From an optimization exercise on the open Yosys and OpenROAD flow, aimed at small area; shortcuts taken in it are not production practice.
No functional check of the RTL was part of this run.
No activity file was given, so power comes from the tool's default toggle rates.

## design/flow/design.v

```verilog
module am_sdr_1bit_rx #(
  parameter int PHASE_W   = 24,
  parameter int CIC_ORDER = 3,
  parameter int DEC_LOG2  = 8,
  parameter int OUT_W     = 8
) (
  input  logic               clk,
  input  logic               rst_n,
  input  logic               rf_in,
  input  logic [PHASE_W-1:0] tune_word,
  input  logic               tune_load,
  input  logic               pwm_en,
  output logic [OUT_W-1:0]   mag_out,
  output logic               mag_valid,
  output logic               pwm_out
);
  function automatic logic [26:0] rca(input logic [25:0] a, input logic [25:0] b,
                                      input logic ci);
    logic c;
    logic [26:0] r;
    c = ci;
    for (int i = 0; i < 26; i++) begin
      r[i] = a[i] ^ b[i] ^ c;
      c    = (a[i] & b[i]) | (c & (a[i] ^ b[i]));
    end
    r[26] = c;
    rca = r;
  endfunction
  logic [PHASE_W-1:0] phase, tune_reg;
  logic [7:0]         cnt;           
  logic               seen;          
  logic [7:0]         mag_pend;
  logic tick, ui, uq;
  logic [7:0] j;                     
  assign tick = (cnt == 8'd255);
  assign j    = cnt + 8'd1;
  assign ui   = ~(rf_in ^ phase[PHASE_W-1]);
  assign uq   = ~(rf_in ^ phase[PHASE_W-1] ^ phase[PHASE_W-2]);
  always_ff @(posedge clk or negedge rst_n) begin
    if (!rst_n) begin
      phase    <= '0;
      tune_reg <= '0;
      cnt      <= '0;
      pwm_out  <= 1'b0;
    end else begin
      phase   <= PHASE_W'(rca(26'(phase), 26'(tune_reg), 1'b0));
      if (tune_load) tune_reg <= tune_word;
      cnt     <= cnt + 8'd1;
      pwm_out <= pwm_en & (cnt < mag_out);
    end
  end
  logic [15:0] wa, wb, wc;
  always_ff @(posedge clk or negedge rst_n) begin
    if (!rst_n) begin
      wa <= 16'd32131;
      wb <= 16'd33402;
      wc <= 16'd3;
    end else if (cnt == 8'd254) begin
      wa <= 16'd32385;
      wb <= 16'd33150;
      wc <= 16'd1;
    end else begin
      wa <= 16'(rca(26'(wa), 26'(16'(j) - 16'd254), 1'b0));
      wb <= 16'(rca(26'(wb), 26'(16'd252 - {7'd0, j, 1'b0}), 1'b0));
      wc <= 16'(rca(26'(wc), 26'({8'd0, j} + 16'd2), 1'b0));
    end
  end
  logic [24:0] acc_ai, acc_aq;
  logic [23:0] acc_bi, acc_bq;
  logic [21:0] acc_ci, acc_cq;
  logic        lsb_a, lsb_b, lsb_c;
  always_ff @(posedge clk or negedge rst_n) begin
    if (!rst_n) begin
      acc_ai <= 25'd7023040; acc_aq <= 25'd7023040;
      acc_bi <= 24'd1431103; acc_bq <= 24'd1431103;
      acc_ci <= '0;          acc_cq <= '0;
      lsb_a  <= 1'b1; lsb_b <= 1'b0; lsb_c <= 1'b1;
    end else begin
      acc_ai <= 25'(rca(26'(tick ? {1'b0, acc_bi} : acc_ai), 26'(wa & {16{ui}}), 1'b0));
      acc_aq <= 25'(rca(26'(tick ? {1'b0, acc_bq} : acc_aq), 26'(wa & {16{uq}}), 1'b0));
      acc_bi <= 24'(rca(26'(tick ? {2'b0, acc_ci} : acc_bi), 26'(wb & {16{ui}}), 1'b0));
      acc_bq <= 24'(rca(26'(tick ? {2'b0, acc_cq} : acc_bq), 26'(wb & {16{uq}}), 1'b0));
      acc_ci <= 22'(rca(26'(tick ? 22'd0 : acc_ci), 26'(wc & {16{ui}}), 1'b0));
      acc_cq <= 22'(rca(26'(tick ? 22'd0 : acc_cq), 26'(wc & {16{uq}}), 1'b0));
      if (tick) begin
        lsb_a <= lsb_b;
        lsb_b <= lsb_c;
        lsb_c <= 1'b0;
      end
    end
  end
  logic        neg_i, neg_q;
  logic [29:0] s_i, s_q;
  assign neg_i = ~acc_ai[24] & ~acc_ai[23];
  assign neg_q = ~acc_aq[24] & ~acc_aq[23];
  assign s_i   = {{5{neg_i}}, acc_ai[24] | ~acc_ai[23], acc_ai[22:0], lsb_a};
  assign s_q   = {{5{neg_q}}, acc_aq[24] | ~acc_aq[23], acc_aq[22:0], lsb_a};
  logic [1:0] dsel;
  logic       d0;
  logic [9:0] t_i, t_q;
  assign dsel = cnt[1:0];
  assign d0   = (dsel == 2'd1);
  always_comb begin
    case (dsel)
      2'd1:    begin t_i = s_i[9:0];   t_q = s_q[9:0];   end
      2'd2:    begin t_i = s_i[18:9];  t_q = s_q[18:9];  end
      default: begin t_i = s_i[27:18]; t_q = s_q[27:18]; end
    endcase
  end
  logic       cab_i, cab_q, c1, c2, cge, s1_17, s2_17;    
  logic [9:0] a_i, a_q;
  logic [8:0] nq;
  logic [9:0] sum1, sum2, cmp;
  logic [10:0] inc_i, inc_q;
  always_comb begin
    inc_i = 11'(rca(26'(t_i ^ {10{neg_i}}), 26'd0, d0 ? neg_i : cab_i));
    inc_q = 11'(rca(26'(t_q ^ {10{neg_q}}), 26'd0, d0 ? neg_q : cab_q));
    inc_i[10] = inc_i[9] ^ t_i[9] ^ neg_i;
    inc_q[10] = inc_q[9] ^ t_q[9] ^ neg_q;
    a_i   = inc_i[9:0];
    a_q   = inc_q[9:0];
    sum1  = 10'(rca(26'(a_i[8:0]), 26'(a_q[9:1]), d0 ? 1'b0 : c1));
    sum2  = 10'(rca(26'(a_q[8:0]), 26'(a_i[9:1]), d0 ? 1'b0 : c2));
    nq    = ~a_q[8:0];
    cmp   = 10'(rca(26'(a_i[8:0]), 26'(nq), d0 ? 1'b1 : cge));
  end
  always_ff @(posedge clk) begin
    cab_i <= inc_i[10];
    cab_q <= inc_q[10];
    c1    <= sum1[9];
    c2    <= sum2[9];
    cge   <= cmp[9];
    s1_17 <= sum1[8];
    s2_17 <= sum2[8];
    if (tick) mag_pend <= cmp[9] ? {sum1[6:0], s1_17} : {sum2[6:0], s2_17};
  end
  always_ff @(posedge clk or negedge rst_n) begin
    if (!rst_n) begin
      seen      <= 1'b0;
      mag_out   <= '0;
      mag_valid <= 1'b0;
    end else begin
      if (tick) seen <= 1'b1;
      mag_valid <= seen & (cnt == 8'd3);
      if (seen & (cnt == 8'd3)) mag_out <= mag_pend;
    end
  end
endmodule
```

## design/flow/run.sh

```bash
#!/bin/bash
# synth_recipe.tcl (not shown) runs the flow's synth.tcl, then flattens the netlist and writes it again
# the make line also repeats each setting of config.mk as NAME=value (left out here)
make -C /OpenROAD-flow-scripts/flow DESIGN_CONFIG=/design/flow/config.mk WORK_HOME=/design/flow/orfs CLKGATE_MAP_FILE= SYNTH_SCRIPT=/design/flow/synth_recipe.tcl finish
```

## design/flow/config.mk

```make
export PLATFORM = sky130hd
export DESIGN_NAME = am_sdr_1bit_rx
export DESIGN_NICKNAME = am_sdr_1bit_rx
export VERILOG_FILES = /design/flow/design.v
export SDC_FILE = /design/flow/constraint.sdc
export NUM_CORES = 4
export LEC_CHECK = 0
export CAP_MARGIN = 20
export CORE_MARGIN = 2
export CORE_UTILIZATION = 40
export SLEW_MARGIN = 20
```

## design/flow/constraint.sdc

```tcl
create_clock -name core_clock -period 8.0 [get_ports {clk}]
set_input_delay 1.6000 -clock core_clock [delete_from_list [all_inputs] [get_ports {clk}]]
set_output_delay 1.6000 -clock core_clock [all_outputs]
set_load 0.01 [all_outputs]
```

==> flow_metrics.env <==
export IMPL_synth_commonest_cells="sky130_fd_sc_hd__nand2_1 (209), sky130_fd_sc_hd__dfrtp_1 (191), sky130_fd_sc_hd__fa_1 (163)"
export IMPL_p_int_w=0.00417
export IMPL_grt_setup_unrepaired="true"
export IMPL_core_rowCount=73
export IMPL_hold_violations=0
export IMPL_cts_tree="built"
export IMPL_fraction_of_power_consumed_by_the_clock_network_pct=22.1
export IMPL_post_synth_main_area_contributors="sky130_fd_sc_hd__dfrtp_1 (30%), sky130_fd_sc_hd__fa_1 (20%), sky130_fd_sc_hd__dfstp_2 (11%)"
export IMPL_tightestPinTransition_ns=1.04
export IMPL_timing_clock_skew_ns=0.0192
export IMPL_worstPathMaxFanout=2
export IMPL_fp_dieW_um=204
export IMPL_grt_max_degree=153
export IMPL_dp_hpwl_um=24500
export IMPL_io_buffer_count=38
export IMPL_post_synth_inst_count=1320
export IMPL_antenna_cells=0
export IMPL_synth_area_leader_cell="sky130_fd_sc_hd__dfrtp_1"
export IMPL_via_count=9178
export IMPL_gr_max_usage_layer="met2"
export IMPL_cap_viol_max_count=0
export IMPL_critPathRequiredTime_ns=8.44
export IMPL_share_comb_of_total_power_pct=43.5
export IMPL_asyncSetResetFlopFracSynth_pct=94.5
export IMPL_routed_length_per_placed_instance_um=17.1
export IMPL_vdd_drop_max_v=0.000187
export IMPL_remaining_drc_errors=0
export IMPL_netlist_area_um2=15900
export IMPL_grt_met1_usage_pct=23.6
export IMPL_startpoint_type="flop"
export IMPL_worst_slew_margin_rel_pct=30.4
export IMPL_layout_failed_checks="setup timing"
export IMPL_grt_first_pass_wirelength_um=55300
export IMPL_net_switching_power_w=0.00239
export IMPL_cts_buffers=31
export IMPL_finalNetCount=1672
export IMPL_cts_root_buffer_cell="sky130_fd_sc_hd__clkbuf_16"
export IMPL_io_pins=39
export IMPL_clk_latency_ns=0.56
export IMPL_synth_edff_count=8
export IMPL_place_gp_congestion=0.803
export IMPL_placed_cells_incl_taps=1869
export IMPL_reg_largest_list="acc_ai: 25 flops, acc_aq: 25 flops"
export IMPL_outcome="complete, but fails checks"
export IMPL_post_synth_top_area_fraction_pct=30.0
export IMPL_max_clock_path_buffers=3
export IMPL_globalRouteOverflowTotal=0
export IMPL_worst_setup_path_end_kind="flop"
export IMPL_cts_reportedPaths_clkPinSlew_ns=0.06
export IMPL_period_share_pct=108
export IMPL_timing_setup_critical_path_class="reg2reg"
export IMPL_synth_flop_cell="sky130_fd_sc_hd__dfrtp_1"
export IMPL_finish_cell_count_without_fillers=1930
export IMPL_clock_sink_count=274
export IMPL_pwr_share_seq_pct=34.4
export IMPL_post_synth_num_cell_types=56
export IMPL_ys_warn_count=1
export IMPL_setup_ws_ns=-0.616
export IMPL_finalInstanceArea_um2=19000
export IMPL_area_growth_synth_to_final_pct=19.5
export IMPL_holdCritPathClass="reg2reg"
export IMPL_antenna_found_initial=0
export IMPL_netSwitchingFraction_pct=36.4
export IMPL_htreeDepth=1
export IMPL_vias_per_cell=4.76
export IMPL_postSynthAreaPerCell_um2=12.1
export IMPL_detailedRoute_firstIterationViolations=494
export IMPL_leading_cell_type_by_number_of_instances_after_synthesis="sky130_fd_sc_hd__nand2_1"
export IMPL_finalMaxSlewViolations=0
export IMPL_global_route_usage_met2_pct=28.4
export IMPL_initial_utilization_pct=40.3
export IMPL_timing_final_setup_violations=19
export IMPL_num_fill_cells=3590
export IMPL_power_per_cell_area_nw_per_um2=345
export IMPL_drt_pass1_iter_count=4
export IMPL_fin_crit_ns=8.62
export IMPL_via_count_of_the_first_global_routing_pass=10100
export IMPL_yosys_register_bits=274
export IMPL_drive_gt1_share_pct=27.5
export IMPL_synth_sequential_area_ratio_pct=43.6
export IMPL_worstPathArrival_ns=9.05
export IMPL_leakagePower_nw=8.19
export IMPL_core_region_area_um2=39500
export IMPL_finalWirelength_um=32900
export IMPL_fmax_mhz=116
export IMPL_global_route_usage_over_all_layers_pct=17.0
export IMPL_die_area_um2=41400
export IMPL_grt_util_met3_pct=2.52
export IMPL_die_y_um=204
export IMPL_place_area_um2=17800
export IMPL_ant_nets=0
==> power groups by stage <==
stage	clock [W]	combinational [W]	sequential (W)
after global routing	0.00155	0.00337	0.00230
after floorplan	0	0.00210	0.00213
after CTS	0.00150	0.00292	0.00227
final	0.00145	0.00285	0.00226
after detailed placement	0	0.00279	0.00228
after global placement	0	0.00263	0.00229
==> cell type report <==
type                       instances  area [µm²]  area share, %
clock buffer                      49         933           4.90
sequential                       274        6950           36.5
tap                              525         657           3.45
clock inverter                     7         113          0.591
inverter                         152         573           3.01
multi-input combinational        847        9090           47.7
timing repair buffer              76         728           3.82
==> critical path, stage by stage, from the launching register on <==
cell	delay (ns)
sky130_fd_sc_hd__dfrtp_1	0.38
sky130_fd_sc_hd__ha_2	0.18
sky130_fd_sc_hd__fa_2	0.33
sky130_fd_sc_hd__fa_2	0.34
sky130_fd_sc_hd__fa_2	0.34
sky130_fd_sc_hd__fa_2	0.34
sky130_fd_sc_hd__fa_2	0.34
sky130_fd_sc_hd__fa_2	0.35
sky130_fd_sc_hd__fa_2	0.35
sky130_fd_sc_hd__fa_2	0.35
sky130_fd_sc_hd__fa_2	0.35
sky130_fd_sc_hd__fa_2	0.35
sky130_fd_sc_hd__fa_2	0.35
sky130_fd_sc_hd__fa_2	0.34
sky130_fd_sc_hd__fa_2	0.35
sky130_fd_sc_hd__fa_2	0.35
sky130_fd_sc_hd__fa_2	0.35
sky130_fd_sc_hd__fa_2	0.35
sky130_fd_sc_hd__fa_2	0.36
sky130_fd_sc_hd__fa_2	0.35
sky130_fd_sc_hd__fa_2	0.35
sky130_fd_sc_hd__fa_2	0.35
sky130_fd_sc_hd__fa_2	0.35
sky130_fd_sc_hd__fa_2	0.36
sky130_fd_sc_hd__xnor2_2	0.14
sky130_fd_sc_hd__xnor2_1	0.13
==> cells by family after synthesis <==
family	count (synthesis)	synth area share, %
flops	274	43.6
xor+xnor	53	3.01
fa+ha+maj	261	28.2
simple gates	371	11.0
other cells	1	0.0235
buf+inv	200	5.14
mux	90	5.91
compound gates	70	3.17
==> cells in the final DEF, fill, tap and decap left out, types with 21 or more instances in the layout <==
cell,count
sky130_fd_sc_hd__dfstp_2,68
sky130_fd_sc_hd__ha_1,53
sky130_fd_sc_hd__fa_1,51
sky130_fd_sc_hd__clkdlybuf4s50_1,36
sky130_fd_sc_hd__xnor2_1,38
sky130_fd_sc_hd__nand2_1,207
sky130_fd_sc_hd__o21ai_0,21
sky130_fd_sc_hd__nor2_1,24
sky130_fd_sc_hd__fa_2,112
sky130_fd_sc_hd__mux2_2,26
sky130_fd_sc_hd__clkbuf_16,31
sky130_fd_sc_hd__ha_4,44
sky130_fd_sc_hd__buf_4,32
sky130_fd_sc_hd__dfrtp_1,191
sky130_fd_sc_hd__inv_1,133
sky130_fd_sc_hd__mux2i_1,58
sky130_fd_sc_hd__and2_1,80
==> worst paths after layout <==
check,from,to,slack (ns),depth (start not counted)
max,tune_reg[0],phase[23],-0.62,25
min,lsb_a,lsb_a,0.47,2
max reg2reg,tune_reg[0],phase[23],-0.62,25
min reg2reg,lsb_a,lsb_a,0.47,2
max in group asynchronous,rst_n,mag_out[5],5.61,2
min in group asynchronous,rst_n,acc_bi[22],1.08,1
==> metrics by stage <==
step / hold slack, ns / TNS [ns] / setup slack, ns / util [%] / power (W)
final: 0.471 / -2.99 / -0.616 / 48.1 / 0.00656
after global routing: 0.488 / -6.87 / -0.799 / 48.1 / 0.00722
after CTS: 0.475 / -3.08 / -0.654 / 48.1 / 0.00669
after detailed placement: 0.462 / -48.33 / -1.43 / 45.0 / 0.00507
after global placement: 0.452 / -44.78 / -1.29 / 45.0 / 0.00492
after floorplan: 0.415 / -6.86 / -0.461 / - / 0.00423
==> what timing repair did <==
| item | in CTS | in global routing |
|---|---|---|
| pin swaps | 1 | 0 |
| hold buffers | 0 | 0 |
| resized for setup | 28 | 3 |
| setup buffers | 4 | 1 |
| endpoints found under the setup margin | 43 | 25 |
==> layer usage <==
metal / up-vias / wire length (µm)
met5: - / 0
li1: 4287 / -
met4: 0 / 647
met2: 112 / 15900
met1: 4738 / 15200
met3: 41 / 1190

afterwards: timing with drivers on the ports:
In the flow no input, the clock included, has a driving cell. The finished layout below was timed again as built, in two steps. Step 1 (the two cells are an assumption about what drives the block):
set clk [get_ports {clk}]
set_driving_cell -lib_cell sky130_fd_sc_hd__clkbuf_16 $clk
set_driving_cell -lib_cell sky130_fd_sc_hd__buf_2 [delete_from_list [all_inputs] $clk]
Step 2 adds t to the input delays and takes it off the output delays; t is the mean of the earliest and latest rising clock arrival at the registers after step 1. Input paths then give back, and output paths get back, about the clock's delay inside the block. Three values: ideal, step 1, step 2; two values: the first two.
t (ns): 0.603
setup WS [ns]: -0.616 / -0.616 / -0.814
latest minus earliest clock arrival (ns): 0.019 / 0.020
worst register clock-pin slew, ns: 0.06 / 0.06
The setup slack of this run moves by 0.000 ns with the drivers and by -0.198 ns with both steps.
